Context: an optimization exercise on an open-source flow, tuned for small area and a short achievable clock period. The choices shown serve that exercise and are no tape-out recipe. Only simulation tests tie the RTL to the original design; equivalence was not proved. Power figures rest on the tool's default switching activity, not on a simulated workload.

--- design.v ---
`timescale 1ns/1ps
module input_buffer (
	input  logic                   clk,
	input  logic                   reset,
	input  logic [32-1:0] push_flit,
	input  logic                   push,
	input  logic                   pop,
	input  logic [1:0]             router_x,
	input  logic [1:0]             router_y,
	output logic [2:0]             count,
	output logic                   st_valid,   
	output logic [1:0]             st_kind,    
	output logic [2:0]             st_route,   
	output logic [32-1:0] st_front    
);
	localparam int PTR_W = $clog2(4);
	logic [32-1:0] mem [4];
	logic [PTR_W-1:0]       rd_ptr;
	logic [PTR_W-1:0]       wr_ptr;
	logic [2:0]             occ;
	logic [1:0]             push_kind;
	logic [32-1:0] front;
	logic [1:0]             dest_x;
	logic [1:0]             dest_y;
	logic [2:0]             route;
	logic                   empty;
	logic                   full;
	logic                   do_push;
	logic                   do_pop;
	assign push_kind = push_flit[31:30];
	assign empty     = (occ == 3'd0);
	assign full      = (occ == 3'(4));
	assign do_pop    = pop && !empty;
	assign do_push   = push && (push_kind != 2'b00) && (!full || do_pop);
	always_ff @(posedge clk) begin
		if (do_push) begin
			mem[wr_ptr] <= push_flit;
		end
	end
	always_ff @(posedge clk) begin
		if (reset) begin
			rd_ptr <= '0;
			wr_ptr <= '0;
			occ    <= '0;
		end else begin
			if (do_push) begin
				wr_ptr <= wr_ptr + 1'b1;   
			end
			if (do_pop) begin
				rd_ptr <= rd_ptr + 1'b1;
			end
			case ({do_push, do_pop})
				2'b10:   occ <= occ + 1'b1;
				2'b01:   occ <= occ - 1'b1;
				default: occ <= occ;   
			endcase
		end
	end
	assign front  = mem[rd_ptr];
	assign dest_x = front[23:22];
	assign dest_y = front[21:20];
	always_comb begin
		if (dest_x > router_x) begin
			route = 3'd2;
		end else if (dest_x < router_x) begin
			route = 3'd3;
		end else if (dest_y > router_y) begin
			route = 3'd0;
		end else if (dest_y < router_y) begin
			route = 3'd1;
		end else begin
			route = 3'd4;
		end
	end
	assign st_valid = !empty;
	assign st_kind  = front[31:30];
	assign st_route = route;
	assign st_front = front;
	assign count    = occ;
endmodule
`timescale 1ns/1ps
module output_arbiter #(
	parameter logic [2:0] MY_PORT = 3'd0
) (
	input  logic                        clk,
	input  logic                        reset,
	input  logic [5-1:0]   st_valid,   
	input  logic [2*5-1:0] st_kind,    
	input  logic [3*5-1:0] st_route,   
	input  logic                        full,
	output logic                        send,       
	output logic [2:0]                  src         
);
	localparam logic [2:0] LAST_PORT = 3'(5 - 1);
	localparam logic       ARB_IDLE  = 1'b0;
	localparam logic       ARB_BUSY  = 1'b1;
	logic                      state;
	logic [2:0]                src_q;    
	logic [2:0]                rr_ptr;   
	logic [2:0]                pick;
	logic [5-1:0] req;
	logic                      cur_valid;
	logic [1:0]                cur_kind;
	logic                      found;
	logic                      tail_sent;
	always_comb begin
		for (int i = 0; i < 5; i++) begin
			req[i] = st_valid[i] && (st_kind[2*i +: 2] == 2'b01) &&
				(st_route[3*i +: 3] == MY_PORT);
		end
	end
	always_comb begin
		int idx;
		found = 1'b0;
		pick  = rr_ptr;
		for (int i = 0; i < 5; i++) begin
			idx = (int'(rr_ptr) + i) % 5;
			if (!found && req[idx]) begin
				found = 1'b1;
				pick  = 3'(idx);
			end
		end
	end
	always_comb begin
		cur_valid = 1'b0;
		cur_kind  = 2'b00;
		for (int i = 0; i < 5; i++) begin
			if (src_q == 3'(i)) begin
				cur_valid = st_valid[i];
				cur_kind  = st_kind[2*i +: 2];
			end
		end
	end
	assign send      = (state == ARB_BUSY) && cur_valid && !full;
	assign tail_sent = send && (cur_kind == 2'b11);
	always_ff @(posedge clk) begin
		if (reset) begin
			state  <= ARB_IDLE;
			src_q  <= '0;
			rr_ptr <= 3'd0;
		end else begin
			case (state)
				ARB_IDLE: begin
					if (found) begin   
						state  <= ARB_BUSY;
						src_q  <= pick;
						rr_ptr <= (pick == LAST_PORT) ? 3'd0 : pick + 1'b1;
					end
				end
				default: begin
					if (tail_sent) begin
						state <= ARB_IDLE;   
					end
				end
			endcase
		end
	end
	assign src = src_q;
endmodule
`timescale 1ns/1ps
module crossbar (
	input  logic [32*5-1:0] st_front,   
	input  logic [5-1:0]             send,       
	input  logic [3*5-1:0]           src,        
	output logic [32*5-1:0] out_flit,
	output logic [5-1:0]             out_valid,
	output logic [5-1:0]             pop
);
	always_comb begin
		out_flit = '0;
		for (int o = 0; o < 5; o++) begin
			for (int i = 0; i < 5; i++) begin
				if (src[3*o +: 3] == 3'(i)) begin
					out_flit[32*o +: 32] = st_front[32*i +: 32];
				end
			end
		end
		out_valid = send;
	end
	always_comb begin
		pop = '0;
		for (int i = 0; i < 5; i++) begin
			for (int o = 0; o < 5; o++) begin
				if (send[o] && (src[3*o +: 3] == 3'(i))) begin
					pop[i] = 1'b1;
				end
			end
		end
	end
endmodule
`timescale 1ns/1ps
module mesh_router (
	input  logic                                 clk,
	input  logic                                 reset,
	input  logic [1:0]                           router_x,
	input  logic [1:0]                           router_y,
	input  logic [5*32-1:0] in_flit,     
	input  logic [5-1:0]            in_push,     
	output logic [5*3-1:0]          in_count,    
	output logic [5*32-1:0] out_flit,
	output logic [5-1:0]            out_valid,
	input  logic [5-1:0]            out_full     
);
	logic [5-1:0]             st_valid;
	logic [2*5-1:0]           st_kind;
	logic [3*5-1:0]           st_route;
	logic [32*5-1:0] st_front;
	logic [5-1:0]             grant_send;
	logic [3*5-1:0]           grant_src;
	logic [5-1:0]             in_pop;
	for (genvar g = 0; g < 5; g++) begin : g_in
		input_buffer u_in_buf (
			.clk       (clk),
			.reset     (reset),
			.push_flit (in_flit[32*g +: 32]),
			.push      (in_push[g]),
			.pop       (in_pop[g]),
			.router_x  (router_x),
			.router_y  (router_y),
			.count     (in_count[3*g +: 3]),
			.st_valid  (st_valid[g]),
			.st_kind   (st_kind[2*g +: 2]),
			.st_route  (st_route[3*g +: 3]),
			.st_front  (st_front[32*g +: 32])
		);
	end
	for (genvar g = 0; g < 5; g++) begin : g_out
		output_arbiter #(
			.MY_PORT (3'(g))
		) u_out_arb (
			.clk      (clk),
			.reset    (reset),
			.st_valid (st_valid),
			.st_kind  (st_kind),
			.st_route (st_route),
			.full     (out_full[g]),
			.send     (grant_send[g]),
			.src      (grant_src[3*g +: 3])
		);
	end
	crossbar u_crossbar (
		.st_front  (st_front),
		.send      (grant_send),
		.src       (grant_src),
		.out_flit  (out_flit),
		.out_valid (out_valid),
		.pop       (in_pop)
	);
endmodule
--- run.sh ---
#!/bin/bash
# synth_recipe.tcl (not shown) runs the flow's synth.tcl, then flattens the netlist and writes it again
# the make line also repeats each setting of config.mk as NAME=value (left out here)
make -C /OpenROAD-flow-scripts/flow DESIGN_CONFIG=/design/flow/config.mk WORK_HOME=/design/flow/orfs CLKGATE_MAP_FILE= SYNTH_SCRIPT=/design/flow/synth_recipe.tcl finish
--- config.mk ---
export PLATFORM = sky130hd
export DESIGN_NAME = mesh_router
export DESIGN_NICKNAME = mesh_router
export VERILOG_FILES = /design/flow/design.v
export SDC_FILE = /design/flow/constraint.sdc
export NUM_CORES = 4
export LEC_CHECK = 0
export CAP_MARGIN = 20
export CORE_MARGIN = 2
export CORE_UTILIZATION = 30
export SLEW_MARGIN = 20
--- constraint.sdc ---
create_clock -name core_clock -period 6.0 [get_ports {clk}]
set_input_delay 1.2000 -clock core_clock [delete_from_list [all_inputs] [get_ports {clk}]]
set_output_delay 1.2000 -clock core_clock [all_outputs]
set_load 0.01 [all_outputs]
==> results.ini <==
[setup_path]
path_buf_inv=2
path_class=reg2reg
cp-end-kind=flip-flop
required_ns=6.62
cpMaxStageDelayCell=dfxtp_1
critical_path.top_delay_family=adder cells
critPathMaxStageDelay_ns=0.61
cp_max_fo=11
r2r_cells=23
cp-start-kind=flip-flop
cp.depth=23
crit_arrival_ns=6.06
path_cells=inv_1 > ha_1 > o21ai_0 > nand2_1 > xnor2_1 > ha_1 > fa_1 > a21boi_0 > o21ai_0 > mux2_2 > nand4b_1 > nand3_1 > o21ai_1 > nand2_1 > or3b_1 > nor2_1 > a31oi_1 > mux2i_1 > inv_1 > ha_1 > nor2_1 > mux2i_1 > a21oi_1
path_common_cell=ha_1
rrSetupSlack_ns=0.56

[route]
first_iter_violations=3922
antenna_left=0
drtPass1Iterations=8
via_per_inst=5.57
drc=0
via_count=32000
routed_wl_um=155000
wl_per_cell_um=26.9

[power]
powerDensity_nw_per_um2=452
vdd_drop_max_mv=0.335
leakage_nw=17.6

[clocking]
clock-sinks=720
cts_tree=done
clockBufferDepth=3
clk_pin_slew_worst_paths_ns=0.08
clk-insertion-delay-late_ns=0.70
cts_hold_buf=0
root_buffer=clkbuf_16
cts_max_level=3
post_cts_buffers=0
cts_buffers=78

[floorplanning]
dieArea_um2=145000
coreArea_um2=141000
fp.dieW_um=381
die_y_um=381
rows=138
start_util_pct=30.2
io_pins=356

[timing]
setup_tns_ns=0
hold_viol=0
tightest_slew_ns=1.14
setup_violations=0
fin_skew_ns=0.0414
fmax_mhz=184
period_needed_ns=5.44
maxSlewViolCount=0
post-route-period-util_pct=90.7
relSlewSlack_pct=23.9
rsz0062_at_grt=no

[place]
place_hpwl_um=115000
numPlacedInstances=5588
gp_congestion=0.985
io_buffers=355
dpl_cell_area_um2=49000

[global_route]
grt_overflow=0
grt_pass1_wl_um=221000
antenna_found_initial=51
grt_max_degree=60
grt_usage_pct=20.9
grt_pass1_vias=30700

[layout]
nNetsFinal=4109
fillerInstances=13600
fin_area_um2=51600
instances_no_fill=5742
layout-drive-gt1-share_pct=18.5
area_growth_pct=21.0
finalCoreUtilization_pct=36.5

[min_path]
hold_depth=2
min_path_type=reg2reg

[run_status]
outcome=complete, no violations

[logic_synthesis]
netlist_top_cells_area=edfxtp_1, mux4_2, ha_1
yosys-top-cells-count=edfxtp_1, mux4_2, nand2_1, inv_1, o21ai_0
syn_nets=3725
synth_edf_count=640
yosys_warnings=7
yosysTopAreaCell=edfxtp_1
netlist.area_leader.share_pct=45.0
synth_cells=3394
synth-seq-area-share_pct=48.8
netlist_area_um2=42700
avgSynthCellArea_um2=12.6
synth_flop_cell=edfxtp_1
synthArstFlopShare_pct=0
ys_seq_elements=720
yosysMostFrequentCell=edfxtp_1
ys_types=109

[flow_run]
drv_cap=0

[metrics by stage]
stage               setup WS (ns)  hold WS (ns)  power (mW)
global route               0.0568         0.511        24.4
finish                      0.561         0.478        23.3
CTS                         0.588         0.481        23.2
global placement            0.352         0.476        18.2
detailed placement          0.311         0.471        18.2
floorplan                  0.0130         0.456        12.8
[registers in the layout (all words and copies together), names as in the netlist, named ones only]
| name | flops |
|---|---|
| g_in.u_in_buf.occ | 15 |
| g_out.u_out_arb.src_q | 15 |
| g_in.u_in_buf.wr_ptr | 10 |
| g_in.u_in_buf.rd_ptr | 10 |
| g_out.u_out_arb.state | 5 |
| g_in.u_in_buf.mem | 640 |
| g_out.u_out_arb.rr_ptr | 15 |
[cell families after synthesis]
family	after synthesis	synth area share, %
mux	421	19.5
compound gates	739	11.7
flops	720	48.8
fa+ha+maj	156	4.68
xor+xnor	72	1.48
buf+inv	450	4.06
simple gates	836	9.83
[cell type report]
cell class                 count  area, µm²  area share (%)
sequential                   720      20800            40.4
timing repair buffer         509       4720            9.14
multi-input combinational   2224      20200            39.1
inverter                     245        920            1.78
clock inverter                49        564            1.09
tap                         1890       2360            4.58
antenna                        8       20.0          0.0388
clock buffer                  97       2020            3.92
[repair_timing]
action	in CTS	in global routing
endpoints found under the hold margin	0	0
endpoints found under the setup margin	0	1
gates resized for setup	0	2
[report_power, final]
part           internal (mW)  switching [mW]  total, mW
Sequential              5.83           0.244       6.07
Combinational           5.10            7.24       12.3
Clock                   2.72            2.20       4.92
Total                   13.7            9.68       23.3
[placed cells by master, fill, tap and decap left out, types with 13 or more instances in the layout]
cell type / netlist / routed
mux2_2: 32 / 32
xnor2_1: 56 / 55
a22o_1: 60 / 60
a22oi_1: 17 / 17
or3_1: 25 / 25
clkinv_2: 0 / 14
edfxtp_1: 640 / 640
o211ai_1: 21 / 21
ha_1: 149 / 149
nor3_1: 55 / 50
nand2_1: 262 / 262
nand3_1: 54 / 54
dfxtp_2: 0 / 16
o31ai_1: 13 / 13
o21bai_1: 15 / 15
inv_1: 234 / 234
a21oi_1: 120 / 120
o21ai_0: 216 / 216
and3_1: 13 / 13
nor2_1: 177 / 177
a211oi_1: 31 / 31
a21o_1: 26 / 26
a31oi_1: 18 / 18
o21a_1: 13 / 13
nand2b_1: 37 / 37
nor4_1: 16 / 15
clkbuf_16: 0 / 78
buf_4: 5 / 154
nor2b_1: 43 / 43
mux2i_1: 64 / 64
clkbuf_1: 165 / 19
clkdlybuf4s50_1: 0 / 354
xor2_1: 16 / 16
or2_2: 13 / 13
nand4_1: 16 / 16
clkinv_1: 6 / 17
o22ai_1: 23 / 23
mux4_2: 324 / 324
dfxtp_1: 80 / 64
and2_1: 47 / 39
[path summary, 6_finish.rpt]
path,to,start
min reg2reg,g_out[4].u_out_arb.state,g_out[4].u_out_arb.state
max reg2reg,g_out[3].u_out_arb.rr_ptr[2],g_out[3].u_out_arb.rr_ptr[2]
max,g_out[3].u_out_arb.rr_ptr[2],g_out[3].u_out_arb.rr_ptr[2]
min,g_out[4].u_out_arb.state,g_out[4].u_out_arb.state
[tightest hold or removal path, cell delays in order, from the launching register on]
cell and delay, ns:
dfxtp_1 0.32, nand2_1 0.06, a21oi_1 0.05
[layer usage]
metal / vias up / track usage [%] / routed length (µm) / part of all wire [%]
met2: 1725 / 32.8 / 70400 / 46
met1: 16000 / 26.0 / 58000 / 38
met3: 298 / 8.68 / 20400 / 13
met4: 36 / 6.40 / 5460 / 3.5
li1: 14000 / - / - / -
met5: - / 0 / 230 / 0.15

[static timing again, ports no longer ideal]
In the flow no input, the clock included, has a driving cell. The finished layout below was timed again as built, in two steps. Step 1 assumes that a clkbuf_16 drives the clock port and a buf_2 every other input. Step 2 also shifts input and output timing later by t, the mid clock arrival at the registers, as if the neighbouring blocks saw the same clock. Three values: ideal, step 1, step 2; two values: the first two.
t (ns): 0.760
setup slack, ns: 0.561 / 0.561 / 0.193
worst setup path at the end: input to register
pins driven straight from the clock port: 1
After both steps setup and hold are still met in this run. The setup slack of this run moves by 0.000 ns with the drivers and by -0.368 ns with both steps.
